What follows belongs to an exercise in optimizing a design on an open flow for small area, a short achievable clock period and few clock cycles per item; a production flow would make more cautious choices. RTL that was checked went through simulation tests only; none was proved equivalent to the original. Function not checked in runs 1 to 4 and 7: the RTL went through the layout flow alone. No activity file was given, so power comes from the tool's default toggle rates.

==> design.v <==
module pipe_prefix_adder #(
  parameter int WIDTH     = 68,
  parameter int REG_EVERY = 2,
  parameter int TAG_W     = 4,
  parameter int BLK       = 4,
  parameter int EB        = 4
) (
  input  logic             clk,
  input  logic             rst,
  input  logic             in_valid,
  output logic             in_ready,
  input  logic [WIDTH-1:0] a,
  input  logic [WIDTH-1:0] b,
  input  logic             cin,
  input  logic             op,
  input  logic [TAG_W-1:0] tag,
  output logic             out_valid,
  input  logic             out_ready,
  output logic [WIDTH-1:0] sum,
  output logic             cout,
  output logic             ovf,
  output logic             zero,
  output logic [TAG_W-1:0] tag_o
);
  localparam int NB  = (WIDTH + BLK - 1) / BLK;    
  localparam int TLO = (NB - 1) * BLK;             
  function automatic integer lg2(input integer v);
    integer r;
    r = 0;
    while ((1 << r) < v) r = r + 1;
    lg2 = r;
  endfunction
  logic [WIDTH-1:0] bx, p, g, s0_d;
  logic             c0;
  assign bx = op ? ~b : b;
  assign c0 = op | cin;
  assign p  = a ^ bx;
  assign g  = a & bx;
  logic [NB-1:0] eg, ep;
  logic          g_top_d;
  assign eg[0] = c0;
  assign ep[0] = 1'b0;
  for (genvar j = 0; j < NB; j++) begin : g_blk
    localparam int LO = j * BLK;
    localparam int HI = (LO + BLK < WIDTH) ? LO + BLK - 1 : WIDTH - 1;
    localparam int N  = HI - LO + 1;
    logic [N:0] lc;    
    logic [N:0] gc;    
    if (j == 0) begin : g_ci
      assign lc[0] = c0;
    end else begin : g_cz
      assign lc[0] = 1'b0;
    end
    assign gc[0] = 1'b0;
    for (genvar i = 0; i < N; i++) begin : g_bit
      assign lc[i+1] = g[LO+i] | (p[LO+i] & lc[i]);
      assign gc[i+1] = g[LO+i] | (p[LO+i] & gc[i]);
    end
    assign s0_d[HI:LO] = p[HI:LO] ^ lc[N-1:0];
    if (j < NB - 1) begin : g_el
      assign eg[j+1] = gc[N];
      assign ep[j+1] = &p[HI:LO];
    end else begin : g_top
      assign g_top_d = gc[N];
    end
  end
  localparam int LV = lg2(NB);
  logic [NB-1:0] pg [LV+1];
  logic [NB-1:0] pp [LV+1];
  assign pg[0] = eg;
  assign pp[0] = ep;
  for (genvar l = 0; l < LV; l++) begin : g_pl
    for (genvar j = 0; j < NB; j++) begin : g_pj
      if (((j >> l) & 1) == 1) begin : g_cmb
        assign pg[l+1][j] = pg[l][j] | (pp[l][j] & pg[l][((j >> l) << l) - 1]);
        assign pp[l+1][j] = pp[l][j] & pp[l][((j >> l) << l) - 1];
      end else begin : g_pass
        assign pg[l+1][j] = pg[l][j];
        assign pp[l+1][j] = pp[l][j];
      end
    end
  end
  logic z_d;
  assign z_d = ~|(p ^ {a[WIDTH-2:0] | bx[WIDTH-2:0], c0});
  logic [WIDTH-1:0] r_d;
  for (genvar j = 0; j < NB; j++) begin : g_early
    localparam int LO = j * BLK;
    localparam int HI = (LO + BLK < WIDTH) ? LO + BLK - 1 : WIDTH - 1;
    if (j == 0 || j >= EB) begin : g_keep
      assign r_d[HI:LO] = s0_d[HI:LO];
    end else begin : g_fin
      for (genvar i = LO; i <= HI; i++) begin : g_bit
        if (i == LO) begin : g_lo
          assign r_d[i] = s0_d[i] ^ pg[LV][j];
        end else begin : g_hi
          assign r_d[i] = s0_d[i] ^ (pg[LV][j] & (&s0_d[i-1:LO]));
        end
      end
    end
  end
  logic             load;
  logic [WIDTH-1:0] s0_q;
  logic [NB-1:EB]   bc_q;
  logic             g_top_q, p_top_q;
  assign load     = ~out_valid | out_ready;
  assign in_ready = load;
  always_ff @(posedge clk or posedge rst) begin
    if (rst) out_valid <= 1'b0;
    else if (load) out_valid <= in_valid;
  end
  always_ff @(posedge clk) begin
    if (load) begin
      s0_q    <= r_d;
      bc_q    <= pg[LV][NB-1:EB];
      g_top_q <= g_top_d;
      p_top_q <= p[WIDTH-1];
      tag_o   <= tag;
      zero    <= z_d;
    end
  end
  logic [NB-1:0] ones;
  for (genvar j = 0; j < NB; j++) begin : g_sum
    localparam int LO = j * BLK;
    localparam int HI = (LO + BLK < WIDTH) ? LO + BLK - 1 : WIDTH - 1;
    assign ones[j] = &s0_q[HI:LO];
    if (j < EB) begin : g_b0
      assign sum[HI:LO] = s0_q[HI:LO];
    end else begin : g_bj
      for (genvar i = LO; i <= HI; i++) begin : g_bit
        if (i == LO) begin : g_lo
          assign sum[i] = s0_q[i] ^ bc_q[j];
        end else begin : g_hi
          assign sum[i] = s0_q[i] ^ (bc_q[j] & (&s0_q[i-1:LO]));
        end
      end
    end
  end
  assign cout = g_top_q | (bc_q[NB-1] & ones[NB-1]);
  assign ovf  = sum[WIDTH-1] ^ p_top_q ^ cout;
endmodule
==> flow/run.sh <==
#!/bin/bash
# The standard layout, with these changes:
#  - synthesis skips the full/half-adder extraction (ADDER_MAP_FILE empty),
#    leaving all arithmetic to abc; it is otherwise the standard synthesis;
#  - each port gets a buf_1 as its port buffer;
#  - clock tree synthesis adds no dummy loads.
# Each step's output goes to its own log in this folder.
set -e
export BUFFER_PORTS_ARGS="-buffer_cell sky130_fd_sc_hd__buf_1"
ADDER_MAP_FILE= bash standard.sh synth > synth.log 2>&1
bash standard.sh finish "CTS_ARGS=-sink_clustering_enable -repair_clock_nets -buf_list sky130_fd_sc_hd__clkbuf_8 -dont_use_dummy_load" > standard.log 2>&1
==> standard.sh <==
#!/bin/bash
# synth_recipe.tcl (not shown) runs the flow's synth.tcl, then flattens the netlist and writes it again
# the make line also repeats each setting of config.mk as NAME=value (left out here)
make -C /OpenROAD-flow-scripts/flow DESIGN_CONFIG=/design/flow/config.mk WORK_HOME=/design/flow/orfs CLKGATE_MAP_FILE= SYNTH_SCRIPT=/design/flow/synth_recipe.tcl "${@:-finish}"
==> config.mk <==
export PLATFORM = sky130hd
export DESIGN_NAME = pipe_prefix_adder
export DESIGN_NICKNAME = pipe_prefix_adder
export VERILOG_FILES = /design/flow/design.v
export SDC_FILE = /design/flow/constraint.sdc
export NUM_CORES = 4
export LEC_CHECK = 0
export ABC_AREA = 1
export CAP_MARGIN = 20
export CORE_MARGIN = 2
export CORE_UTILIZATION = 40
export CTS_BUF_LIST = sky130_fd_sc_hd__clkbuf_8
export CTS_CLUSTER_SIZE = 30
export SETUP_SLACK_MARGIN = 1.8
export SLEW_MARGIN = 20
==> constraint.sdc <==
create_clock -name core_clock -period 4.5 [get_ports {clk}]
set_input_delay 0.9000 -clock core_clock [delete_from_list [all_inputs] [get_ports {clk}]]
set_output_delay 0.9000 -clock core_clock [all_outputs]
set_load 0.01 [all_outputs]
==> results of run 1 <==
[power by group]
| part | internal, uW | total (uW) | switching, uW | leakage [uW] |
|---|---|---|---|---|
| sequential | 1090 | 1160 | 66.0 | 0.000892 |
| clock | 180 | 467 | 288 | 0.0000647 |
| combinational | 457 | 1250 | 789 | 0.00372 |
[cell usage in the layout (no fill, tap or decap), types with 4 or more instances in the layout]
cell type | netlist | layout
a21o_1 | 4 | 4
a21oi_1 | 13 | 11
buf_1 | 0 | 220
buf_4 | 16 | 13
clkbuf_8 | 0 | 9
edfxtp_1 | 88 | 88
inv_1 | 192 | 191
inv_2 | 5 | 5
nand2_1 | 369 | 347
nand2_2 | 9 | 28
nand3_1 | 27 | 25
nand3b_1 | 5 | 5
nand4_1 | 7 | 7
nor2_1 | 125 | 116
nor2_2 | 2 | 9
nor3_2 | 2 | 5
nor4_1 | 9 | 7
o21ai_0 | 17 | 14
o21ai_1 | 5 | 8
o22ai_1 | 7 | 7
or2_1 | 4 | 4
or2_2 | 13 | 12
xnor2_1 | 79 | 78
xnor2_2 | 3 | 4
xor2_1 | 98 | 95
xor2_2 | 2 | 5
[repair_timing]
action | CTS | global route
resized for setup | 21 | 51
endpoints found under the hold margin | 0 | 0
setup buffers | 4 | 9
pin swaps | 1 | 14
cloned | 2 | 2
setup endpoints to repair | 24 | 17
[worst max-delay path: cells and delay by family, from the launching register on]
kind	cells	cell delay (ps)
AND/OR/NAND/NOR	5	560
flip-flops	1	450
XOR/XNOR	2	250
buffers and inverters	1	140
[kinds of logic (layout without fill, tap and decap cells)]
logic type | Yosys count | after routing | synth area share, %
AO/OA/AOI/OAI | 56 | 56 | 4.097
XOR/XNOR | 182 | 182 | 20.24
buffers and inverters | 223 | 449 | 12.24
flip-flops | 89 | 89 | 33.08
AND/OR/NAND/NOR | 588 | 588 | 30.34
[how the worst max path moves through the flow]
stage,slack [ps],cells after the start,end
floorplan,1840,15,bc_q[16]$_DFFE_PP_
global placement,1060,19,bc_q[13]$_DFFE_PP_
detailed placement,1020,19,bc_q[14]$_DFFE_PP_
CTS,1800,8,ovf
global route,1740,8,ovf
finish,1810,8,ovf
[state kept, by name, indices dropped and copies added (netlist names)]
register and count:
out_valid 1, g_top_q 1, bc_q 13, zero 1
s0_q 68, p_top_q 1, tag_o 4
[metal layers]
metal  track usage, %  wire, um  vias to the layer above
li1                 -         -                     3911
met1            27.36     10430                     3356
met2            34.60     11020                      215
met4            6.748       582                        2
met3            4.639      1498                       32
met5                0        13                        -
[final cells by class]
cell class                 count  area [um^2]
multi-input combinational    826         4617
timing repair buffer         243         1136
tap                          265        331.6
clock buffer                   9        123.9
sequential                    89         2668
fill                        2039         9971
inverter                     197        743.2
[metrics by stage]
| step | total power (uW) | utilization (%) |
|---|---|---|
| floorplan | 2000 | - |
| global placement | 2327 | 46.05 |
| detailed placement | 2336 | 46.05 |
| CTS | 2827 | 47.64 |
| global route | 3058 | 49.10 |
| finish | 2875 | 49.10 |
==> results.json, run 1 <==
{
  "netlist_instances": 1138,
  "slew_violations": 0,
  "synth_area_leader_cell": "edfxtp_1",
  "portBuffers": 222,
  "ios": 223,
  "initial_utilization_pct": 41.16,
  "cp_slowest_cell": "edfxtp_1",
  "clk_latency_ps": 390,
  "skew_ps": 17.62,
  "synth_area_leaders": "edfxtp_1 (33%), nand2_1 (17%), xor2_1 (11%)",
  "synth.distinct_cells": 42,
  "rrSetupSlack_ps": 2780,
  "nNetsFinal": 1512,
  "dp_hpwl_mm": 18.59,
  "cts-root-buf": "clkbuf_8",
  "postPlaceCellArea_um2": 9021,
  "layout-drive-gt1-share_pct": 8.798,
  "wirelength_mm": 23.54,
  "yosys.cell_count.top_type": "nand2_1",
  "worstSetupPathType": "register to output pin",
  "cts.sinks": 89,
  "via_count": 7516,
  "critical_path_required_ps": 3600,
  "ys_async_sr_fraction_pct": 1.124,
  "max_freq_mhz": 371.2,
  "finalSetupViolations": 0,
  "maxSlewHeadroom_pct": 62.34,
  "tns_ps": 0,
  "synth-main-ff-cell": "edfxtp_1",
  "critPathArrivalTime_ps": 1790,
  "grt_pass1_vias": 6764,
  "dr.first_iter.drc_count": 435,
  "synth-seq-cells": 89,
  "die_area_um2": 21310,
  "ys_warn_count": 3,
  "synth_area_um2": 8063,
  "antenna_left": 0,
  "period_share_pct": 59.86,
  "htree_levels": 3,
  "cts_tree": "yes",
  "syn2layout_area_growth_pct": 19.30,
  "synth_fp_nets": 1284,
  "avgSynthCellArea_um2": 7.085,
  "fin_area_um2": 9619,
  "avgRoutedWirePerCell_um": 14.45,
  "diodes": 0,
  "end_kind": "output pin",
  "ctsHoldBuffers": 0,
  "grt_pass1_wl_mm": 34.34,
  "r2r-start": "out_valid$_DFFE_PP0P_",
  "grt_max_degree": 37,
  "cap_violations": 0,
  "min_period_ps": 2694,
  "r2r_end": "s0_q[11]$_DFFE_PP_",
  "drc": 0,
  "tightestPinTransition_ps": 560.9,
  "worstPathCellList": "nand2_2 -> nor2_4 -> and2_4 -> nand2_4 -> nand2_4 -> xnor2_2 -> xor2_1 -> buf_2",
  "synth_top_area_share_pct": 32.77,
  "gr-total-overflow": 0,
  "peakVddDrop_v": 0.0001322,
  "synth_edf_count": 88,
  "seq_area_frac_synth_pct": 33.09,
  "cpPeakStageDelay_ps": 450,
  "path_common_cell": "nand2_4",
  "final_cells": 1629,
  "dp.cells": 1603,
  "critPathLaunch": "bc_q[16]$_DFFE_PP_",
  "dp_slack_ps": 1016,
  "clkTransAtPathRegs_ps": 100,
  "via_per_inst": 4.614,
  "dr.pass1.iters": 5,
  "rsz0062_at_grt": "yes",
  "rows": 51,
  "r2r_cells": 2,
  "cts_buffers": 9,
  "whs_ps": 301.2,
  "cp-start-kind": "register",
  "finalHoldViolCount": 0,
  "hold_class": "primary input to asynchronous set/reset pin",
  "status": "no timing/DRC/antenna violations",
  "layout_setup_ws_ps": 1806,
  "fp.dieH_um": 146.0,
  "cellPowerDensity_nw_per_um2": 298.8,
  "antenna_found_initial": 1,
  "finalWeightedCongestion": 0.8934,
  "core-area_um2": 19590,
  "grt_use_total_pct": 20.95,
  "critical_path.max_fanout": 3,
  "p_leak_uw": 0.004681,
  "yosys-top-cells-count": "nand2_1 (369), inv_1 (192), nor2_1 (125), xor2_1 (98), edfxtp_1 (88)",
  "dieWidth_um": 146.0,
  "cts_buffer_depth": 2
}
==> run 2, diff against run 1 <==
--- a/design.v
+++ b/design.v
@@ -2,7 +2,7 @@
   parameter int WIDTH     = 68,
   parameter int REG_EVERY = 2,
   parameter int TAG_W     = 4,
-  parameter int BLK       = 4,
+  parameter int BLK       = 6,
   parameter int EB        = 4
 ) (
   input  logic             clk,
==> results.json, run 2 <==
{
  "p_leak_uw": 0.004682,
  "dr.first_iter.drc_count": 438,
  "status": "no timing/DRC/antenna violations",
  "yosys-top-cells-count": "nand2_1 (359), inv_1 (184), nor2_1 (111), xor2_1 (95)",
  "period_share_pct": 58.10,
  "nNetsFinal": 1504,
  "end_kind": "register",
  "fillers": 1971,
  "portBuffers": 222,
  "wirelength_mm": 24.04,
  "synth_top_area_share_pct": 31.70,
  "clk_latency_ps": 370,
  "via_count": 7550,
  "antenna_found_initial": 0,
  "synth-main-ff-cell": "edfxtp_1",
  "dp_hpwl_mm": 18.07,
  "via_per_inst": 4.658,
  "critPathArrivalTime_ps": 2730,
  "synth_area_leader_cell": "edfxtp_1",
  "core-area_um2": 19400,
  "grt_max_degree": 64,
  "cts_buffer_depth": 2,
  "finalSetupViolations": 0,
  "cts_buffers": 9,
  "finalHoldViolCount": 0,
  "rows": 51,
  "ys_warn_count": 3,
  "cts_tree": "yes",
  "grt_pass1_wl_mm": 34.07,
  "mostFrequentLayoutCells": "nand2_1 (312), buf_1 (215), inv_1 (179)",
  "slew_violations": 0,
  "htree_levels": 3,
  "hold_class": "primary input to asynchronous set/reset pin",
  "diodes": 0,
  "reg_top3": "s0_q (68), bc_q (8), tag_o (4)",
  "tightestPinTransition_ps": 867.8,
  "layout-drive-gt1-share_pct": 14.90,
  "dp.cells": 1578,
  "largest_register": "s0_q",
  "cap_violations": 0,
  "synth_edf_count": 83,
  "mostFrequentLayoutCell": "nand2_1",
  "r2r_end": "s0_q[17]$_DFFE_PP_",
  "fp.dieH_um": 144.2,
  "final_cells": 1621,
  "synth_area_um2": 7861,
  "critical_path_required_ps": 4620,
  "cp-start-kind": "primary input",
  "critPathLaunch": "op",
  "tns_ps": 0,
  "drc": 0,
  "synth-seq-cells": 84,
  "grt_pass1_vias": 6851,
  "r2r-start": "out_valid$_DFFE_PP0P_",
  "initial_utilization_pct": 40.53,
  "fin_util_pct": 50.87,
  "synth_area_leaders": "edfxtp_1 (32%), nand2_1 (17%), xor2_1 (11%)",
  "gr-total-overflow": 0,
  "netlist_instances": 1123,
  "cts-root-buf": "clkbuf_8",
  "worstSetupPathType": "primary input to register",
  "die_area_um2": 20790,
  "synth_fp_nets": 1269,
  "dieWidth_um": 144.2,
  "dr.pass1.iters": 8,
  "critical_path.max_fanout": 6,
  "grt_use_total_pct": 21.91,
  "peakVddDrop_v": 0.0001258,
  "ios": 223,
  "ys_async_sr_fraction_pct": 1.190,
  "skew_ps": 12.44,
  "seq_area_frac_synth_pct": 32.02,
  "min_period_ps": 2615,
  "avgSynthCellArea_um2": 7.000,
  "rsz0062_at_grt": "yes",
  "cts.sinks": 84,
  "cellPowerDensity_nw_per_um2": 289.5,
  "antenna_left": 0,
  "largest_reg_flops": 68,
  "whs_ps": 320.8,
  "maxSlewHeadroom_pct": 42.14,
  "r2r_cells": 2,
  "rrSetupSlack_ps": 2600,
  "finalWeightedCongestion": 0.8739,
  "yosys.cell_count.top_type": "nand2_1",
  "clkTransAtPathRegs_ps": 80,
  "synth.distinct_cells": 36,
  "syn2layout_area_growth_pct": 25.53,
  "max_freq_mhz": 382.5,
  "avgRoutedWirePerCell_um": 14.83
}
[run 2: changes by cell type in the layout (fill, tap and decap cells not counted), moves of 7 or more]
cell,change
nand2_2,+16
a21oi_1,-9
or2_1,+11
inv_1,-12
buf_4,+10
nand2_1,-35
nor2_1,-33
nand3_2,+7
nor2_2,+12
[run 2: how the worst max path moves through the flow]
stage	end	slack, ps
after global placement	bc_q[11]$_DFFE_PP_	900
after CTS	sum[47]	1810
final	s0_q[21]$_DFFE_PP_	1890
after detailed placement	bc_q[11]$_DFFE_PP_	850
after global routing	bc_q[8]$_DFFE_PP_	1720
after floorplan	bc_q[10]$_DFFE_PP_	1770
[run 2: worst max-delay path, stage by stage]
cell and delay, ps:
clkbuf_16 150, clkinvlp_4 120, buf_6 150, nand2_1 90, nand2_1 70, nand2_2 130
nand2_4 100, nor2_4 120, nand3_1 90, nor3_2 230, nand2_4 80, nand3_4 100
nand2_8 80, nand2_8 100, nand2_1 70, xor2_1 140
[run 2: final cells by class]
class                           count  area (um^2)  share of cell area [%]
Multi-Input combinational cell    820         4912                   49.78
Sequential cell                    84         2517                   25.51
Timing Repair Buffer              256         1274                   12.91
Inverter                          186        701.9                   7.113
Tap cell                          265        331.6                   3.360
Clock buffer                        9        123.9                   1.255
Timing Repair inverter              1        7.507                 0.07607
[run 2: where the power goes]
group / leakage, uW / total [uW] / internal (uW) / switching, uW
Combinational: 0.00378 / 1290 / 487 / 807
Clock: 0.0000647 / 446 / 180 / 266
Sequential: 0.000842 / 1120 / 1050 / 71.0
[run 2: kinds of logic (layout without fill, tap and decap cells)]
kind of cell,after synthesis,count (layout),share of synthesized area [%]
buffers and inverters,220,452,12.67
xor gates and xnor gates,178,178,19.83
AOI/OAI and AO/OA,44,44,3.374
and+or+nand+nor,597,598,32.10
DFF,84,84,32.02
[run 2: repair_timing]
item,4_1_cts,5_1_grt
resized for setup,28,135
pin swaps,3,30
endpoints found under the setup margin,31,34
gates cloned,5,4
hold buffers,0,0
buffers inserted,5,20
[run 2: through the flow]
stage          instance area, um^2  total power [uW]  worst slack, ps
2_1_floorplan                 7899              1949             1768
3_5_place_dp                  8788              2264            845.7
4_1_cts                       9160              2750             1812
6_report                      9868              2857             1885
3_3_place_gp                  8788              2258            898.2
5_1_grt                       9868              3044             1717
[run 2: layer usage]
metal	track usage (%)	routed length, um	vias to the layer above
li1	-	-	3884
met1	27.79	10370	3384
met2	37.09	11510	244
met3	3.013	1402	38
met4	10.12	759	0
met5	0	0	-
==> run 3, diff against run 2 <==
--- a/design.v
+++ b/design.v
@@ -2,7 +2,7 @@
   parameter int WIDTH     = 68,
   parameter int REG_EVERY = 2,
   parameter int TAG_W     = 4,
-  parameter int BLK       = 6,
+  parameter int BLK       = 5,
   parameter int EB        = 4
 ) (
   input  logic             clk,
@@ -38,8 +38,8 @@
   assign g  = a & bx;
   logic [NB-1:0] eg, ep;
   logic          g_top_d;
-  assign eg[0] = c0;
-  assign ep[0] = 1'b0;
+  assign eg[0] = 1'b0;
+  assign ep[0] = 1'b1;
   for (genvar j = 0; j < NB; j++) begin : g_blk
     localparam int LO = j * BLK;
     localparam int HI = (LO + BLK < WIDTH) ? LO + BLK - 1 : WIDTH - 1;
@@ -80,6 +80,8 @@
       end
     end
   end
+  logic [NB-1:0] bc;
+  assign bc = pg[LV] | (pp[LV] & {NB{c0}});
   logic z_d;
   assign z_d = ~|(p ^ {a[WIDTH-2:0] | bx[WIDTH-2:0], c0});
   logic [WIDTH-1:0] r_d;
@@ -91,9 +93,9 @@
     end else begin : g_fin
       for (genvar i = LO; i <= HI; i++) begin : g_bit
         if (i == LO) begin : g_lo
-          assign r_d[i] = s0_d[i] ^ pg[LV][j];
+          assign r_d[i] = s0_d[i] ^ bc[j];
         end else begin : g_hi
-          assign r_d[i] = s0_d[i] ^ (pg[LV][j] & (&s0_d[i-1:LO]));
+          assign r_d[i] = s0_d[i] ^ (bc[j] & (&s0_d[i-1:LO]));
         end
       end
     end
@@ -111,7 +113,7 @@
   always_ff @(posedge clk) begin
     if (load) begin
       s0_q    <= r_d;
-      bc_q    <= pg[LV][NB-1:EB];
+      bc_q    <= bc[NB-1:EB];
       g_top_q <= g_top_d;
       p_top_q <= p[WIDTH-1];
       tag_o   <= tag;
==> results.json, run 3 <==
{
  "status": "no timing/DRC/antenna violations",
  "antenna_left": 0,
  "avgSynthCellArea_um2": 7.195,
  "die_area_um2": 21930,
  "finalSetupViolations": 0,
  "core-area_um2": 20300,
  "largest_register": "s0_q",
  "ys_warn_count": 3,
  "tightestPinTransition_ps": 599.5,
  "cts_buffers": 9,
  "max_freq_mhz": 376.8,
  "maxSlewHeadroom_pct": 60.03,
  "via_count": 7416,
  "fin_area_um2": 9728,
  "synth.distinct_cells": 48,
  "dp_hpwl_mm": 18.03,
  "grt_pass1_vias": 6887,
  "seq_area_frac_synth_pct": 31.04,
  "period_share_pct": 58.97,
  "wirelength_mm": 22.52,
  "cts_buffer_depth": 2,
  "portBuffers": 222,
  "critical_path.max_fanout": 3,
  "largest_reg_flops": 68,
  "drc": 0,
  "synth_top_area_share_pct": 30.74,
  "whs_ps": 322.3,
  "grt_pass1_wl_mm": 34.04,
  "via_per_inst": 4.514,
  "synth_edf_count": 85,
  "worstSetupPathType": "register to output pin",
  "rows": 52,
  "cp-start-kind": "register",
  "layout-drive-gt1-share_pct": 9.832,
  "cts.sinks": 86,
  "syn2layout_area_growth_pct": 17.16,
  "fp.dieH_um": 148.1,
  "end_kind": "output pin",
  "diodes": 0,
  "clkTransAtPathRegs_ps": 90,
  "dr.first_iter.drc_count": 365,
  "grt_max_degree": 43,
  "skew_ps": 16.79,
  "dieWidth_um": 148.1,
  "ios": 223,
  "synth-main-ff-cell": "edfxtp_1",
  "ys_async_sr_fraction_pct": 1.163,
  "synth-seq-cells": 86,
  "synth_area_um2": 8303,
  "cts-root-buf": "clkbuf_8",
  "antenna_found_initial": 0,
  "yosys-top-cells-count": "nand2_1 (367), inv_1 (184), xnor2_1 (97), nor2_1 (93), xor2_1 (92)",
  "netlist_instances": 1154,
  "tns_ps": 0,
  "cts_tree": "yes",
  "yosys.cell_count.top_type": "nand2_1",
  "critPathArrivalTime_ps": 1750,
  "critical_path_required_ps": 3600,
  "avgRoutedWirePerCell_um": 13.71,
  "clk_latency_ps": 380,
  "min_period_ps": 2654,
  "synth_area_leader_cell": "edfxtp_1",
  "initial_utilization_pct": 40.90,
  "rsz0062_at_grt": "yes",
  "mostFrequentLayoutCells": "nand2_1 (355), buf_1 (220), inv_1 (184)",
  "synth_area_leaders": "edfxtp_1 (31%), nand2_1 (17%), xnor2_1 (10%)",
  "postPlaceCellArea_um2": 9220,
  "slew_violations": 0,
  "finalHoldViolCount": 0,
  "reg_top3": "s0_q (68), bc_q (10), tag_o (4)",
  "cap_violations": 0,
  "gr-total-overflow": 0,
  "hold_class": "primary input to asynchronous set/reset pin",
  "mostFrequentLayoutCell": "nand2_1",
  "dr.pass1.iters": 7,
  "nNetsFinal": 1521,
  "p_leak_uw": 0.004727,
  "peakVddDrop_v": 0.0001144,
  "htree_levels": 3,
  "finalWeightedCongestion": 0.8609,
  "cellPowerDensity_nw_per_um2": 288.0,
  "synth_fp_nets": 1300,
  "grt_use_total_pct": 20.17
}
[run 3: cell count changes after synthesis, moves of 4 or more]
cell / before / now
or2_1: 16 / 11
o21ai_0: 11 / 4
buf_4: 25 / 20
xnor2_1: 83 / 97
nand2_2: 6 / 20
o22ai_1: 7 / 0
nor4_1: 16 / 12
nor2_2: 1 / 14
nand3_2: 2 / 7
nand2_1: 359 / 367
nor2_1: 111 / 93
[run 3: critical path: stages (launching register included)]
cell and delay [ps]:
edfxtp_1 440, and3_4 220, or2_4 240, nand2_4 80, xnor2_2 110, xor2_1 150, buf_2 140
[run 3: final timing paths]
check                                 startpoint                    end  slack [ps]  depth (start not counted)
setup / recovery              bc_q[13]$_DFFE_PP_                    ovf        1850                          6
hold / removal                               rst  out_valid$_DFFE_PP0P_         320                          2
setup reg to reg           out_valid$_DFFE_PP0P_      s0_q[7]$_DFFE_PP_        2890                          2
hold reg to reg            out_valid$_DFFE_PP0P_  out_valid$_DFFE_PP0P_         690                          2
max in group asynchronous                    rst  out_valid$_DFFE_PP0P_        4090                          2
min in group core_clock    out_valid$_DFFE_PP0P_  out_valid$_DFFE_PP0P_         690                          2
[run 3: final cells by class]
class	instances	area [um^2]
flip-flops and latches	86	2577
inverters	189	725.7
multi-input cells	847	4851
repair buffers	242	1112
fillers	2128	10570
well taps	270	337.8
clock buffers	9	123.9
[run 3: through the flow]
step | total power [uW] | instances | setup WS (ps) | util (%)
detailed placement | 2299 | 1618 | 926.6 | 45.42
finish | 2801 | 1643 | 1846 | 47.92
floorplan | 1982 | 1154 | 1817 | -
global placement | 2293 | 1618 | 969.8 | 45.42
global route | 2996 | 1643 | 1755 | 47.92
CTS | 2780 | 1631 | 1809 | 46.64
[run 3: what timing repair did]
action	in CTS	in global routing
hold buffers	0	0
endpoints found under the hold margin	0	0
endpoints found under the setup margin	29	18
buffers inserted	2	10
resized for setup	13	36
gates cloned	2	2
pin swaps	1	10
[run 3: power by group]
part | internal (uW) | switching (uW)
Sequential | 1060 | 67.6
Clock | 180 | 275
Combinational | 465 | 753
[run 3: kinds of logic after synthesis]
family / Yosys count / share of synthesized area, %
AOI/OAI and AO/OA: 36 / 2.908
xor gates and xnor gates: 192 / 20.52
buffers and inverters: 221 / 12.28
DFF: 86 / 31.04
and+or+nand+nor: 619 / 33.24
[run 3: routing by layer]
layer,vias up,track usage [%],wire length [um]
li1,3937,-,-
met1,3234,26.24,10020
met2,219,34.26,10700
met3,26,3.313,1389
met4,0,6.667,417
met5,-,0,0
==> run 4, diff against run 3 <==
--- a/design.v
+++ b/design.v
@@ -35,11 +35,13 @@
   assign bx = op ? ~b : b;
   assign c0 = op | cin;
   assign p  = a ^ bx;
+  logic [WIDTH-1:0] t;
+  assign t = a ^ b;
   assign g  = a & bx;
   logic [NB-1:0] eg, ep;
   logic          g_top_d;
-  assign eg[0] = 1'b0;
-  assign ep[0] = 1'b1;
+  assign eg[0] = c0;
+  assign ep[0] = 1'b0;
   for (genvar j = 0; j < NB; j++) begin : g_blk
     localparam int LO = j * BLK;
     localparam int HI = (LO + BLK < WIDTH) ? LO + BLK - 1 : WIDTH - 1;
@@ -58,8 +60,15 @@
     end
     assign s0_d[HI:LO] = p[HI:LO] ^ lc[N-1:0];
     if (j < NB - 1) begin : g_el
-      assign eg[j+1] = gc[N];
-      assign ep[j+1] = &p[HI:LO];
+      logic [N:0] ca, cs;
+      assign ca[0] = 1'b0;
+      assign cs[0] = 1'b0;
+      for (genvar i = 0; i < N; i++) begin : g_gb
+        assign ca[i+1] = (a[LO+i] & b[LO+i]) | (t[LO+i] & ca[i]);
+        assign cs[i+1] = (a[LO+i] & ~b[LO+i]) | (~t[LO+i] & cs[i]);
+      end
+      assign eg[j+1] = op ? cs[N] : ca[N];
+      assign ep[j+1] = op ? ~|t[HI:LO] : &t[HI:LO];
     end else begin : g_top
       assign g_top_d = gc[N];
     end
@@ -80,8 +89,6 @@
       end
     end
   end
-  logic [NB-1:0] bc;
-  assign bc = pg[LV] | (pp[LV] & {NB{c0}});
   logic z_d;
   assign z_d = ~|(p ^ {a[WIDTH-2:0] | bx[WIDTH-2:0], c0});
   logic [WIDTH-1:0] r_d;
@@ -93,9 +100,9 @@
     end else begin : g_fin
       for (genvar i = LO; i <= HI; i++) begin : g_bit
         if (i == LO) begin : g_lo
-          assign r_d[i] = s0_d[i] ^ bc[j];
+          assign r_d[i] = s0_d[i] ^ pg[LV][j];
         end else begin : g_hi
-          assign r_d[i] = s0_d[i] ^ (bc[j] & (&s0_d[i-1:LO]));
+          assign r_d[i] = s0_d[i] ^ (pg[LV][j] & (&s0_d[i-1:LO]));
         end
       end
     end
@@ -113,7 +120,7 @@
   always_ff @(posedge clk) begin
     if (load) begin
       s0_q    <= r_d;
-      bc_q    <= bc[NB-1:EB];
+      bc_q    <= pg[LV][NB-1:EB];
       g_top_q <= g_top_d;
       p_top_q <= p[WIDTH-1];
       tag_o   <= tag;
==> results.json, run 4 <==
{
  "via_count": 9702,
  "synthAdderAreaFrac_pct": 0,
  "grt_max_degree": 57,
  "p_int_uw": 1737,
  "mostFrequentLayoutCell": "nand2_1",
  "worstSetupPathType": "register to output pin",
  "grt_pass1_vias": 8794,
  "power_frac_comb_pct": 46.0,
  "grt_pass1_wl_mm": 43.09,
  "largest_reg_flops": 68,
  "drc": 0,
  "tns_ps": 0,
  "skew_ps": 21.93,
  "cellPowerDensity_nw_per_um2": 263.1,
  "dieWidth_um": 161.9,
  "initial_utilization_pct": 40.89,
  "syn2layout_area_growth_pct": 12.13,
  "synth-seq-cells": 86,
  "status": "no timing/DRC/antenna violations",
  "synth_area_leaders": "edfxtp_1 (26%), nand2_1 (21%), xor2_1 (9.9%)",
  "wirelength_mm": 28.09,
  "synth_area_um2": 9973,
  "synthMuxAreaShare_pct": 0,
  "synth_area_leader_cell": "edfxtp_1",
  "cp_slowest_cell": "edfxtp_1",
  "finalHoldViolCount": 0,
  "largest_register": "s0_q",
  "core-area_um2": 24390,
  "layout_setup_ws_ps": 1928,
  "ios": 223,
  "finalWeightedCongestion": 0.8905,
  "p_sw_share_pct": 40.95,
  "antenna_found_initial": 4,
  "die_area_um2": 26210,
  "p_leak_uw": 0.005526,
  "seqPwrFrac_pct": 38.5,
  "nNetsFinal": 1905,
  "power.switching_uw": 1205,
  "max_freq_mhz": 388.8,
  "gr-total-overflow": 0,
  "mostFrequentLayoutCells": "nand2_1 (566), buf_1 (220), inv_1 (217)",
  "synth-xor-area-share_pct": 19.04,
  "fillers": 2643,
  "worstPathCellList": "and3_4 -> or2_2 -> nand2_1 -> xor2_1 -> buf_2",
  "via_per_inst": 4.658,
  "postPlaceCellArea_um2": 10960,
  "synth_top_family_by_area": "simple AND/OR/NAND/NOR gates",
  "yosys.cell_count.top_type": "nand2_1",
  "dp_hpwl_mm": 23.40,
  "period_share_pct": 57.16,
  "rows": 57,
  "rsz0062_at_grt": "no",
  "maxSlewHeadroom_pct": 44.38,
  "reg_top3": "s0_q (68), bc_q (10), tag_o (4)",
  "cts_tree": "yes",
  "fin_area_um2": 11180,
  "cts_buffers": 9,
  "critical_path.max_fanout": 3,
  "cts.sinks": 86,
  "yosys-top-cells-count": "nand2_1 (567), inv_1 (217), nor2_1 (124), xor2_1 (113), xnor2_1 (102)",
  "seq_area_frac_synth_pct": 25.84,
  "cts-root-buf": "clkbuf_8",
  "cap_violations": 0,
  "cts_buffer_depth": 2,
  "slew_violations": 0,
  "clockPowerShare_pct": 15.5,
  "antenna_left": 0,
  "grt_use_total_pct": 21.00,
  "yosys.area_share.simple_pct": 37.72,
  "clkTransAtPathRegs_ps": 100,
  "critical_path_required_ps": 3600,
  "synth-compound-area-share_pct": 6.034,
  "htree_levels": 3,
  "min_period_ps": 2572,
  "dr.pass1.iters": 6,
  "dr.first_iter.drc_count": 512,
  "avgSynthCellArea_um2": 6.418,
  "avgRoutedWirePerCell_um": 13.49,
  "end_kind": "output pin",
  "cp-start-kind": "register",
  "ys_async_sr_fraction_pct": 1.163,
  "ys_warn_count": 3,
  "hold_class": "primary input to asynchronous set/reset pin",
  "critPathArrivalTime_ps": 1670,
  "portBuffers": 222,
  "netlist_instances": 1554,
  "peakVddDrop_v": 0.0001338,
  "finalSetupViolations": 0,
  "synth_top_area_share_pct": 25.59,
  "cpPeakStageDelay_ps": 470,
  "clk_latency_ps": 370,
  "synth.distinct_cells": 44,
  "tightestPinTransition_ps": 834.3,
  "synth_fp_nets": 1700,
  "fp.dieH_um": 161.9,
  "synth_edf_count": 85,
  "synth-main-ff-cell": "edfxtp_1",
  "layout-drive-gt1-share_pct": 4.553,
  "dp_slack_ps": 1019,
  "fin_util_pct": 45.85
}
==> run 4: cell count changes in the layout (fill, tap and decap cells not counted), moves of 21 or more <==
cell     previous run  this run
nand2_1           355       566
o21ai_0             2        48
nand3_1            33        72
inv_1             184       217
nor2_1             90       122
nand2_2            30         6
or2_2              13        35
xor2_1             91       112
==> run 4: area by class of cell <==
type,instances,area (um^2),area share (%)
Multi-Input combinational cell,1214,6310,56.42
Sequential cell,86,2577,23.05
Timing Repair Buffer,229,934.6,8.358
Inverter,219,827.0,7.395
Tap cell,324,405.4,3.625
Clock buffer,9,123.9,1.108
Antenna cell,2,5.005,0.04475
==> run 4: cell families (layout without fill, tap and decap cells) <==
kind of cell	Yosys count	after routing
AO/OA/AOI/OAI	106	106
buffers and inverters	254	457
flip-flops	86	86
XOR/XNOR	216	216
other	0	2
AND/OR/NAND/NOR	892	892
==> run 4: final timing paths <==
check | startpoint | to | slack (ps) | cells after the start
worst max-delay path | bc_q[13]$_DFFE_PP_ | ovf | 1930 | 5
worst min-delay path | rst | out_valid$_DFFE_PP0P_ | 310 | 2
min in group core_clock | tag[1] | tag_o[1]$_DFFE_PP_ | 690 | 1
worst max register to register | out_valid$_DFFE_PP0P_ | s0_q[45]$_DFFE_PP_ | 2510 | 2
worst min register to register | out_valid$_DFFE_PP0P_ | out_valid$_DFFE_PP0P_ | 840 | 2
max in group asynchronous | rst | out_valid$_DFFE_PP0P_ | 4100 | 2
==> run 4: layer usage <==
metal / vias up / routed length [um] / track usage (%)
li1: 5210 / - / -
met1: 4227 / 13050 / 27.85
met3: 32 / 1775 / 4.239
met4: 2 / 632 / 6.516
met5: - / 13 / 0
met2: 231 / 12620 / 34.49
==> run 4: critical path: cells and delay by family (launching register included) <==
family                 cells  cell delay, ps
buffers and inverters      1             140
XOR/XNOR                   1             130
AND/OR/NAND/NOR            3             580
flip-flops                 1             470
==> run 4: timing repair <==
item | in CTS | in global routing
pin swaps | 0 | 1
resized for setup | 8 | 14
setup buffers | 0 | 1
hold buffers | 0 | 0
setup endpoints to repair | 27 | 13
==> run 4: power by group through the flow <==
stage               sequential (uW)  combinational, uW  clock (uW)
CTS                            1130               1350         475
floorplan                      1130                979           0
global placement               1150               1330           0
global route                   1150               1520         499
finish                         1130               1350         456
detailed placement             1150               1340           0
==> run 4: per-stage QoR <==
step	power, uW	hold WS, ps	instances
2_1_floorplan	2112	628.7	1554
3_3_place_gp	2481	708.1	2071
3_5_place_dp	2489	709.8	2071
4_1_cts	2961	285.1	2080
6_report	2943	314.3	2083
5_1_grt	3174	294.2	2082
==> run 5, diff against run 4 <==
--- a/design.v
+++ b/design.v
@@ -35,8 +35,6 @@
   assign bx = op ? ~b : b;
   assign c0 = op | cin;
   assign p  = a ^ bx;
-  logic [WIDTH-1:0] t;
-  assign t = a ^ b;
   assign g  = a & bx;
   logic [NB-1:0] eg, ep;
   logic          g_top_d;
@@ -60,15 +58,8 @@
     end
     assign s0_d[HI:LO] = p[HI:LO] ^ lc[N-1:0];
     if (j < NB - 1) begin : g_el
-      logic [N:0] ca, cs;
-      assign ca[0] = 1'b0;
-      assign cs[0] = 1'b0;
-      for (genvar i = 0; i < N; i++) begin : g_gb
-        assign ca[i+1] = (a[LO+i] & b[LO+i]) | (t[LO+i] & ca[i]);
-        assign cs[i+1] = (a[LO+i] & ~b[LO+i]) | (~t[LO+i] & cs[i]);
-      end
-      assign eg[j+1] = op ? cs[N] : ca[N];
-      assign ep[j+1] = op ? ~|t[HI:LO] : &t[HI:LO];
+      assign eg[j+1] = gc[N];
+      assign ep[j+1] = &p[HI:LO];
     end else begin : g_top
       assign g_top_d = gc[N];
     end
@@ -80,9 +71,9 @@
   assign pp[0] = ep;
   for (genvar l = 0; l < LV; l++) begin : g_pl
     for (genvar j = 0; j < NB; j++) begin : g_pj
-      if (((j >> l) & 1) == 1) begin : g_cmb
-        assign pg[l+1][j] = pg[l][j] | (pp[l][j] & pg[l][((j >> l) << l) - 1]);
-        assign pp[l+1][j] = pp[l][j] & pp[l][((j >> l) << l) - 1];
+      if (j >= (1 << l)) begin : g_cmb
+        assign pg[l+1][j] = pg[l][j] | (pp[l][j] & pg[l][j-(1<<l)]);
+        assign pp[l+1][j] = pp[l][j] & pp[l][j-(1<<l)];
       end else begin : g_pass
         assign pg[l+1][j] = pg[l][j];
         assign pp[l+1][j] = pp[l][j];
--- a/config.mk
+++ b/config.mk
@@ -11,5 +11,5 @@
 export CORE_UTILIZATION = 40
 export CTS_BUF_LIST = sky130_fd_sc_hd__clkbuf_8
 export CTS_CLUSTER_SIZE = 30
-export SETUP_SLACK_MARGIN = 1.8
+export SETUP_SLACK_MARGIN = 1.65
 export SLEW_MARGIN = 20
==> results.json, run 5 <==
{
  "status": "no timing/DRC/antenna violations",
  "seq_area_frac_synth_pct": 30.96,
  "r2r-start": "out_valid$_DFFE_PP0P_",
  "power_frac_comb_pct": 42.6,
  "tns_ps": 0,
  "r2r_end": "s0_q[13]$_DFFE_PP_",
  "mostFrequentLayoutCell": "nand2_1",
  "period_share_pct": 58.92,
  "cp-start-kind": "register",
  "clockPowerShare_pct": 16.4,
  "ios": 223,
  "tightestPinTransition_ps": 515.6,
  "fillers": 2144,
  "cp_slowest_cell": "edfxtp_1",
  "synth_top_area_share_pct": 30.66,
  "finalSetupViolations": 0,
  "postPlaceCellArea_um2": 9284,
  "min_period_ps": 2651,
  "synth_top_family_by_area": "simple AND/OR/NAND/NOR gates",
  "die_area_um2": 21980,
  "cpPeakStageDelay_ps": 470,
  "cap_violations": 0,
  "max_freq_mhz": 377.2,
  "diodes": 0,
  "yosys.cell_count.top_type": "nand2_1",
  "cts_setup_buffers": 0,
  "fp.dieH_um": 148.3,
  "synth-compound-area-share_pct": 3.262,
  "largest_reg_flops": 68,
  "cts_buffer_depth": 2,
  "synth_fp_nets": 1351,
  "end_kind": "output pin",
  "final_cells": 1680,
  "wirelength_mm": 23.59,
  "via_per_inst": 4.560,
  "cellPowerDensity_nw_per_um2": 291.4,
  "hold_class": "primary input to asynchronous set/reset pin",
  "grt_pass1_wl_mm": 35.53,
  "cts.sinks": 86,
  "synth_edf_count": 85,
  "core-area_um2": 20300,
  "nNetsFinal": 1558,
  "grt_use_total_pct": 21.25,
  "syn2layout_area_growth_pct": 14.07,
  "yosys-top-cells-count": "nand2_1 (390), inv_1 (194), nor2_1 (114), xor2_1 (113), edfxtp_1 (85)",
  "synthAdderAreaFrac_pct": 0,
  "grt_max_degree": 35,
  "finalWeightedCongestion": 0.8641,
  "worstPathCellList": "and3_1 -> or2_2 -> nand2_1 -> xor2_1 -> buf_1",
  "critPathArrivalTime_ps": 1750,
  "reg_top3": "s0_q (68), bc_q (10), tag_o (4)",
  "dp_hpwl_mm": 19.07,
  "seqPwrFrac_pct": 40.9,
  "gr-total-overflow": 0,
  "synth_area_leader_cell": "edfxtp_1",
  "clkTransAtPathRegs_ps": 80,
  "via_count": 7661,
  "largest_register": "s0_q",
  "netlist_instances": 1205,
  "rows": 52,
  "yosys.area_share.simple_pct": 33.40,
  "layout-drive-gt1-share_pct": 5.106,
  "synth-main-ff-cell": "edfxtp_1",
  "dp.cells": 1669,
  "synth_area_um2": 8324,
  "maxSlewHeadroom_pct": 65.63,
  "grt_pass1_vias": 7056,
  "worstSetupPathType": "register to output pin",
  "finalHoldViolCount": 0,
  "clk_latency_ps": 380,
  "p_leak_uw": 0.004674,
  "power.switching_uw": 1103,
  "cts-root-buf": "clkbuf_8",
  "p_sw_share_pct": 39.86,
  "peakVddDrop_v": 0.0001650,
  "synth_area_leaders": "edfxtp_1 (31%), nand2_1 (18%), xor2_1 (12%)",
  "avgRoutedWirePerCell_um": 14.04,
  "critical_path_required_ps": 3600,
  "critical_path.max_fanout": 3,
  "avgSynthCellArea_um2": 6.908,
  "synth-seq-cells": 86,
  "htree_levels": 3,
  "r2r_cells": 2,
  "ys_warn_count": 3,
  "portBuffers": 222,
  "drc": 0,
  "dieWidth_um": 148.3,
  "synthMuxAreaShare_pct": 0,
  "synth-xor-area-share_pct": 20.08,
  "ys_async_sr_fraction_pct": 1.163,
  "slew_violations": 0,
  "mostFrequentLayoutCells": "nand2_1 (389), buf_1 (221), inv_1 (194)",
  "cts_buffers": 9,
  "dr.pass1.iters": 4,
  "fin_area_um2": 9495,
  "cts_tree": "yes",
  "synth.distinct_cells": 41,
  "skew_ps": 11.29,
  "dr.first_iter.drc_count": 342,
  "p_int_uw": 1664,
  "antenna_found_initial": 0,
  "rrSetupSlack_ps": 2790,
  "antenna_left": 0,
  "rsz0062_at_grt": "no",
  "initial_utilization_pct": 41.01
}
run 5: layout make-up:
cell class	instances	area (um^2)	area share, %
Clock buffer	9	123.9	1.305
Inverter	204	773.2	8.143
Multi-Input combinational cell	884	4738	49.90
Sequential cell	86	2577	27.14
Tap cell	270	337.8	3.558
Timing Repair Buffer	227	944.7	9.949
run 5: cell families (layout without fill, tap and decap cells):
group	count (synthesis)	count (layout)
buffers and inverters	235	440
and+or+nand+nor	650	650
AOI/OAI and AO/OA	44	44
xor gates and xnor gates	190	190
DFF	86	86
run 5: timing repair:
item / CTS / global route
setup endpoints to repair: 12 / 16
hold buffers: 0 / 0
gates resized for setup: 4 / 5
cloned: 1 / 1
run 5: through the flow:
stage	utilization [%]	setup slack (ps)	power [uW]	hold slack, ps
floorplan	-	1905	1985	628.7
global placement	45.73	1175	2311	712.9
detailed placement	45.73	1148	2320	715.7
CTS	46.56	1773	2791	306.3
global route	46.78	1669	2967	324.4
finish	46.78	1849	2767	325.0
run 5: power by group through the flow:
stage | clock (uW) | combinational [uW] | sequential (uW)
floorplan | 0 | 860 | 1130
global placement | 0 | 1160 | 1150
detailed placement | 0 | 1170 | 1150
CTS | 472 | 1180 | 1130
global route | 496 | 1320 | 1150
finish | 455 | 1180 | 1130
run 5: worst max-delay path, delay by kind of cell, from the launching register on:
kind                      cells  cell delay, ps
and+or+nand+nor               3             610
buffers and inverters         1             170
DFF                           1             470
xor gates and xnor gates      1             130
run 5: routing by layer:
| layer | vias to the layer above | share of wire (%) | routed length, um | GRT usage, % |
|---|---|---|---|---|
| met4 | 0 | 3.0 | 697 | 8.238 |
| met1 | 3337 | 45 | 10650 | 27.95 |
| met3 | 33 | 6.2 | 1456 | 3.374 |
| li1 | 4066 | - | - | - |
| met5 | - | 0 | 0 | 0 |
| met2 | 225 | 46 | 10790 | 35.16 |
run 5: how the worst max path moves through the flow:
stage | slack, ps | startpoint | endpoint
CTS | 1770 | op | bc_q[12]$_DFFE_PP_
floorplan | 1900 | op | bc_q[13]$_DFFE_PP_
finish | 1850 | bc_q[13]$_DFFE_PP_ | ovf
detailed placement | 1150 | op | bc_q[9]$_DFFE_PP_
global route | 1670 | op | bc_q[13]$_DFFE_PP_
global placement | 1180 | op | bc_q[12]$_DFFE_PP_
Testbench counts of run 5, summed over its fixed seeds: cycles 24,008, items 24,000.
==> run 6, diff against run 5 <==
--- a/config.mk
+++ b/config.mk
@@ -11,5 +11,5 @@
 export CORE_UTILIZATION = 40
 export CTS_BUF_LIST = sky130_fd_sc_hd__clkbuf_8
 export CTS_CLUSTER_SIZE = 30
-export SETUP_SLACK_MARGIN = 1.65
+export SETUP_SLACK_MARGIN = 1.8
 export SLEW_MARGIN = 20
==> results.json, run 6 <==
{
  "cts-root-buf": "clkbuf_8",
  "critical_path_required_ps": 3600,
  "grt_pass1_vias": 7077,
  "ios": 223,
  "fp.dieH_um": 148.3,
  "synth_area_leader_cell": "edfxtp_1",
  "critPathLaunch": "bc_q[13]$_DFFE_PP_",
  "cts_buffers": 9,
  "avgRoutedWirePerCell_um": 14.35,
  "synth-main-ff-cell": "edfxtp_1",
  "synth-compound-area-share_pct": 3.262,
  "cp-start-kind": "register",
  "met1_usage_pct": 28.34,
  "synth_top_area_share_pct": 30.66,
  "synth.distinct_cells": 41,
  "netlist_instances": 1205,
  "synth_area_leaders": "edfxtp_1 (31%), nand2_1 (18%), xor2_1 (12%)",
  "synth_fp_nets": 1351,
  "ctsHoldBuffers": 0,
  "critPathArrivalTime_ps": 1710,
  "grt_use_met3_pct": 3.282,
  "largest_reg_flops": 68,
  "dp_hpwl_mm": 19.07,
  "htree_levels": 3,
  "maxSlewHeadroom_pct": 64.85,
  "rows": 52,
  "clockPowerShare_pct": 16.3,
  "via_per_inst": 4.577,
  "die_area_um2": 21980,
  "portBuffers": 222,
  "critical_path.max_fanout": 3,
  "synth_edf_count": 85,
  "grt_max_degree": 35,
  "dr.first_iter.drc_count": 317,
  "use_met2_pct": 35.42,
  "cts_tree": "yes",
  "drc": 0,
  "power.switching_uw": 1115,
  "yosys.area_share.simple_pct": 33.40,
  "slew_violations": 0,
  "min_period_ps": 2612,
  "finalSetupViolations": 0,
  "peakVddDrop_v": 0.0001652,
  "reg_top3": "s0_q (68), bc_q (10), tag_o (4)",
  "r2r-start": "out_valid$_DFFE_PP0P_",
  "cellPowerDensity_nw_per_um2": 289.4,
  "initial_utilization_pct": 41.01,
  "period_share_pct": 58.04,
  "diodes": 0,
  "p_sw_share_pct": 39.94,
  "mostFrequentLayoutCell": "nand2_1",
  "skew_ps": 11.16,
  "layout-drive-gt1-share_pct": 6.436,
  "cap_violations": 0,
  "dieWidth_um": 148.3,
  "seqPwrFrac_pct": 40.6,
  "p_leak_uw": 0.004731,
  "largest_register": "s0_q",
  "max_freq_mhz": 382.9,
  "clk_latency_ps": 380,
  "gr-total-overflow": 0,
  "power.total_uw": 2791,
  "antenna_left": 0,
  "power_frac_comb_pct": 43.2,
  "antenna_found_initial": 0,
  "ys_async_sr_fraction_pct": 1.163,
  "avgSynthCellArea_um2": 6.908,
  "synth_top_family_by_area": "simple AND/OR/NAND/NOR gates",
  "synthMuxAreaShare_pct": 0,
  "clkTransAtPathRegs_ps": 80,
  "core-area_um2": 20300,
  "yosys.cell_count.top_type": "nand2_1",
  "dr.pass1.iters": 4,
  "wirelength_mm": 24.16,
  "busiest_layer": "met2",
  "synthAdderAreaFrac_pct": 0,
  "grt_pass1_wl_mm": 35.78,
  "via_count": 7707,
  "ys_warn_count": 3,
  "status": "no timing/DRC/antenna violations",
  "synth-seq-cells": 86,
  "cts_buffer_depth": 2,
  "finalWeightedCongestion": 0.8641,
  "p_int_uw": 1676,
  "grt_use_total_pct": 21.45,
  "nNetsFinal": 1562,
  "end_kind": "output pin",
  "rsz0062_at_grt": "yes",
  "yosys-top-cells-count": "nand2_1 (390), inv_1 (194), nor2_1 (114), xor2_1 (113), edfxtp_1 (85)",
  "tns_ps": 0,
  "synth-xor-area-share_pct": 20.08,
  "finalHoldViolCount": 0,
  "tightestPinTransition_ps": 527.3,
  "hold_class": "primary input to asynchronous set/reset pin",
  "syn2layout_area_growth_pct": 15.86,
  "mostFrequentLayoutCells": "nand2_1 (388), buf_1 (221), inv_1 (194)",
  "seq_area_frac_synth_pct": 30.96,
  "worstSetupPathType": "register to output pin",
  "cts.sinks": 86,
  "synth_area_um2": 8324
}
run 6: power by group through the flow:
stage	logic, uW	registers [uW]	clock network, uW
CTS	1190	1130	472
global placement	1160	1150	0
global route	1350	1150	494
floorplan	860	1130	0
detailed placement	1170	1150	0
finish	1200	1130	454
run 6: per-layer routing:
metal	vias up	part of all wire, %
met5	-	0
met4	0	2.7
met3	32	6.1
met2	225	46
met1	3382	46
li1	4068	-
run 6: logic make-up after synthesis:
family | Yosys count
simple gates | 650
compound gates | 44
xor+xnor | 190
flops | 86
buf+inv | 235
run 6: layout make-up:
| cell class | instances | area (um^2) |
|---|---|---|
| well taps | 270 | 337.8 |
| fillers | 2120 | 10660 |
| inverters | 204 | 778.2 |
| flip-flops and latches | 86 | 2577 |
| clock buffers | 9 | 123.9 |
| multi-input cells | 884 | 4795 |
| repair buffers | 231 | 1032 |
run 6: through the flow:
stage               cells  instance area, um^2  setup WS [ps]  hold slack, ps  utilization [%]
finish               1684                 9644           1888           326.0            47.51
global route         1684                 9644           1754           324.4            47.51
CTS                  1680                 9484           1803           306.3            46.72
detailed placement   1669                 9284           1148           715.7            45.73
global placement     1669                 9284           1175           712.9            45.73
floorplan            1205                 8332           1905           628.7                -
run 6: what timing repair did:
action | CTS | global route
resized for setup | 8 | 24
pin swaps | 0 | 1
buffers inserted | 0 | 2
cloned | 2 | 2
setup endpoints to repair | 21 | 23
run 6: worst paths after layout:
check,endpoint,slack (ps),depth (start not counted)
max in group asynchronous,out_valid$_DFFE_PP0P_,4090,2
setup reg to reg,s0_q[8]$_DFFE_PP_,2780,2
min in group core_clock,tag_o[1]$_DFFE_PP_,690,1
hold / removal,out_valid$_DFFE_PP0P_,330,2
hold reg to reg,out_valid$_DFFE_PP0P_,840,2
setup / recovery,ovf,1890,5
run 6: worst max-delay path, cell delays in order (launching register included):
cell,delay (ps)
edfxtp_1,440
and3_1,240
or2_2,270
nand2_1,90
xor2_1,130
buf_1,170
==> run 7, diff against run 6 <==
--- a/design.v
+++ b/design.v
@@ -24,6 +24,7 @@
 );
   localparam int NB  = (WIDTH + BLK - 1) / BLK;    
   localparam int TLO = (NB - 1) * BLK;             
+  localparam int TN  = WIDTH - TLO;                
   function automatic integer lg2(input integer v);
     integer r;
     r = 0;
@@ -98,10 +99,14 @@
       end
     end
   end
+  logic g_t2_d, ovf0_d, ovf1_d;
+  assign g_t2_d = g_blk[NB-1].gc[TN-1];
+  assign ovf0_d = g_t2_d ^ g_top_d;
+  assign ovf1_d = (g_t2_d | (&s0_d[WIDTH-2:TLO])) ^ (g_top_d | (&s0_d[WIDTH-1:TLO]));
   logic             load;
   logic [WIDTH-1:0] s0_q;
   logic [NB-1:EB]   bc_q;
-  logic             g_top_q, p_top_q;
+  logic             g_top_q, ovf0_q, ovf1_q;
   assign load     = ~out_valid | out_ready;
   assign in_ready = load;
   always_ff @(posedge clk or posedge rst) begin
@@ -113,7 +118,8 @@
       s0_q    <= r_d;
       bc_q    <= pg[LV][NB-1:EB];
       g_top_q <= g_top_d;
-      p_top_q <= p[WIDTH-1];
+      ovf0_q  <= ovf0_d;
+      ovf1_q  <= ovf1_d;
       tag_o   <= tag;
       zero    <= z_d;
     end
@@ -136,5 +142,5 @@
     end
   end
   assign cout = g_top_q | (bc_q[NB-1] & ones[NB-1]);
-  assign ovf  = sum[WIDTH-1] ^ p_top_q ^ cout;
+  assign ovf  = bc_q[NB-1] ? ovf1_q : ovf0_q;
 endmodule
==> flow/run.sh (replaced) <==
#!/bin/bash
# The standard layout, with two changes:
#  - synthesis skips the full/half-adder extraction (ADDER_MAP_FILE empty),
#    leaving all arithmetic to abc; it is otherwise the standard synthesis;
#  - each port gets a buf_1 as its port buffer.
set -e
export BUFFER_PORTS_ARGS="-buffer_cell sky130_fd_sc_hd__buf_1"
ADDER_MAP_FILE= bash standard.sh synth > synth.log 2>&1
bash standard.sh > standard.log 2>&1
--- a/config.mk
+++ b/config.mk
@@ -11,5 +11,5 @@
 export CORE_UTILIZATION = 40
 export CTS_BUF_LIST = sky130_fd_sc_hd__clkbuf_8
 export CTS_CLUSTER_SIZE = 30
-export SETUP_SLACK_MARGIN = 1.8
+export SETUP_SLACK_MARGIN = 1.65
 export SLEW_MARGIN = 20
==> results.json, run 7 <==
{
  "grt_pass1_vias": 6837,
  "nNetsFinal": 1556,
  "dieWidth_um": 148.0,
  "cts-root-buf": "clkbuf_8",
  "cts_buffers": 9,
  "synth_area_leader_cell": "edfxtp_1",
  "layout_setup_ws_ps": 1818,
  "period_share_pct": 59.60,
  "layout-drive-gt1-share_pct": 4.170,
  "yosys.cell_count.top_type": "nand2_1",
  "yosys-top-cells-count": "nand2_1 (398), inv_1 (200), nor2_1 (116), xor2_1 (111), edfxtp_1 (86)",
  "ctsHoldBuffers": 0,
  "largest_reg_flops": 68,
  "clkTransAtPathRegs_ps": 90,
  "register_area_um2": 2608,
  "peakVddDrop_v": 0.0001244,
  "dp_hpwl_mm": 18.66,
  "skew_ps": 11.28,
  "finalHoldViolCount": 0,
  "finalWeightedCongestion": 0.8827,
  "maxSlewHeadroom_pct": 38.92,
  "synth-main-ff-cell": "edfxtp_1",
  "gr-total-overflow": 0,
  "antenna_left": 0,
  "worstPathCellList": "buf_6 -> buf_16 -> or2_2 -> nand3_1 -> nand2_1 -> nand3_2 -> nand2_1 -> nand2_1 -> nand2_1 -> a21boi_2 -> nand3_4 -> nand2_1 -> nand3_1 -> nand2_1 -> nand2_1",
  "ys_async_sr_fraction_pct": 1.149,
  "ys_warn_count": 3,
  "cp_slowest_cell": "or2_2",
  "cts.sinks": 87,
  "critPathBufInv": 2,
  "critical_path_required_ps": 4640,
  "synth_area_um2": 8293,
  "fillers": 2150,
  "mostFrequentLayoutCell": "nand2_1",
  "dr.first_iter.drc_count": 407,
  "ios": 223,
  "via_count": 7635,
  "cts_tree": "yes",
  "rows": 52,
  "via_per_inst": 4.528,
  "htree_levels": 3,
  "critPathArrivalTime_ps": 2820,
  "wirelength_mm": 23.37,
  "power.total_uw": 2931,
  "hold_class": "primary input to asynchronous set/reset pin",
  "largest_register": "s0_q",
  "synth-seq-cells": 87,
  "syn2layout_area_growth_pct": 15.51,
  "critPathTopFamily": "simple AND/OR/NAND/NOR gates",
  "grt_use_total_pct": 20.45,
  "status": "no timing/DRC/antenna violations",
  "core-area_um2": 20300,
  "synth_top_area_share_pct": 31.14,
  "synth_area_leaders": "edfxtp_1 (31%), nand2_1 (18%), xor2_1 (12%)",
  "cp-start-kind": "primary input",
  "critical_path.max_fanout": 13,
  "path_common_cell": "nand2_1",
  "synth.distinct_cells": 38,
  "p_leak_uw": 0.004723,
  "synth_fp_nets": 1348,
  "antenna_found_initial": 1,
  "grt_max_degree": 67,
  "drc": 0,
  "rsz0062_at_grt": "no",
  "max_freq_mhz": 372.9,
  "portBuffers": 222,
  "seq_area_frac_synth_pct": 31.44,
  "avgSynthCellArea_um2": 6.899,
  "die_area_um2": 21900,
  "tightestPinTransition_ps": 916.2,
  "cellPowerDensity_nw_per_um2": 305.9,
  "grt_pass1_wl_mm": 34.57,
  "tns_ps": 0,
  "dp_slack_ps": 1224,
  "reg_top3": "s0_q (68), bc_q (10), tag_o (4)",
  "min_period_ps": 2682,
  "synth_edf_count": 86,
  "initial_utilization_pct": 40.85,
  "fp.dieH_um": 148.0,
  "end_kind": "register",
  "multi_input_area_um2": 4687,
  "dr.pass1.iters": 5,
  "finalSetupViolations": 0,
  "worstSetupPathType": "primary input to register",
  "avgRoutedWirePerCell_um": 13.86,
  "slew_violations": 0,
  "cts_buffer_depth": 2,
  "netlist_instances": 1202,
  "mostFrequentLayoutCells": "nand2_1 (397), buf_1 (221), inv_1 (202)",
  "cts_setup_buffers": 0,
  "cpPeakStageDelay_ps": 310,
  "clk_latency_ps": 380,
  "cap_violations": 0
}
run 7: cell types whose count changed after synthesis, sizes merged, moves of 2 or more:
cell | previous run | this run
a21o | 10 | 12
a21oi | 12 | 8
inv | 203 | 201
nand2 | 400 | 403
nand3b | 2 | 4
xor2 | 114 | 112
run 7: through the flow:
step / hold WS, ps / utilization [%] / cells / area [um^2]
3_3_place_gp: 705.0 / 45.50 / 1666 / 9236
3_5_place_dp: 710.0 / 45.50 / 1666 / 9236
2_1_floorplan: 628.7 / - / 1202 / 8300
6_report: 317.3 / 47.19 / 1686 / 9579
5_1_grt: 301.7 / 47.19 / 1686 / 9579
4_1_cts: 292.5 / 46.57 / 1682 / 9453
run 7: cells by family (layout without fill, tap and decap cells):
family	Yosys count	after routing	synth area share, %
buffers and inverters	232	445	12.40
AND/OR/NAND/NOR	655	655	33.16
AO/OA/AOI/OAI	40	40	3.018
flip-flops	87	87	31.44
XOR/XNOR	187	187	19.84
other	0	1	0
multiplexers	1	1	0.1358
run 7: cell type report:
cell class,instances,share of cell area (%)
Multi-Input combinational cell,883,48.93
Timing Repair Buffer,228,10.14
Tap cell,270,3.527
Clock inverter,7,0.9404
Inverter,201,7.928
Antenna cell,1,0.02612
Clock buffer,9,1.293
Sequential cell,87,27.22
run 7: final timing paths:
check / start / endpoint / slack, ps / depth (start not counted)
hold / removal: rst / out_valid$_DFFE_PP0P_ / 320 / 2
setup reg to reg: out_valid$_DFFE_PP0P_ / s0_q[24]$_DFFE_PP_ / 2580 / 2
setup / recovery: op / bc_q[11]$_DFFE_PP_ / 1820 / 15
hold reg to reg: out_valid$_DFFE_PP0P_ / out_valid$_DFFE_PP0P_ / 760 / 2
max in group asynchronous: rst / out_valid$_DFFE_PP0P_ / 4100 / 2
min in group core_clock: tag[2] / tag_o[2]$_DFFE_PP_ / 680 / 1
run 7: where the power goes:
group,switching [uW],leakage (uW),internal (uW),total [uW]
combinational,744,0.00373,417,1160
sequential,70.2,0.000873,1070,1140
clock,314,0.000116,310,625
total,1130,0.00472,1800,2930
run 7: worst reg2reg max path, cell delays in order, from the launching register on:
cell	delay, ps
dfrtp_1	420
nand2_4	290
buf_4	780
run 7: routing by layer:
metal  wire length (um)  track usage, %  vias up
met3               1151           2.623       17
met1              11200           28.56     3347
met4                278           4.667        0
li1                   -               -     4077
met5                  0               0        -
met2              10740           33.87      194
run 7: timing repair:
action / CTS / global route
pin swaps: 0 / 2
resized for setup: 1 / 13
setup endpoints to repair: 3 / 13
gates cloned: 0 / 3

==> separate check: timing with driven ports <==
In the flow no input, the clock included, has a driving cell. The finished layouts below were timed again as built, in two steps.
Step 1, drivers: a clkbuf_16 drives clk and a buf_2 each remaining input, both assumed.
Step 2 times the ports against the registers' clock, not the clock port: input delays grow and output delays shrink by t, the midpoint of the rising clock arrivals with the driver on.
Three values: ideal ports, drivers, drivers and shift; two values: the first two.
| run | t (ns) | slack for setup (ns) | worst setup path at the end |
|---|---|---|---|
| run 1 | 0.421 | 1.806 / 1.766 / 1.435 | input to register |
| run 2 | 0.401 | 1.885 / 1.806 / 1.405 | input to register |
| run 3 | 0.409 | 1.846 / 1.806 / 1.420 | input to register |
| run 4 | 0.401 | 1.928 / 1.885 / 1.540 | input to register |
| run 5 | 0.413 | 1.849 / 1.804 / 1.452 | input to register |
| run 6 | 0.414 | 1.888 / 1.841 / 1.478 | input to register |
| run 7 | 0.415 | 1.818 / 1.778 / 1.415 | input to register |
After both steps every run listed still meets setup and hold. The setup slack of run 2, which loses most, moves by -0.079 ns with the drivers and by -0.480 ns with both steps.
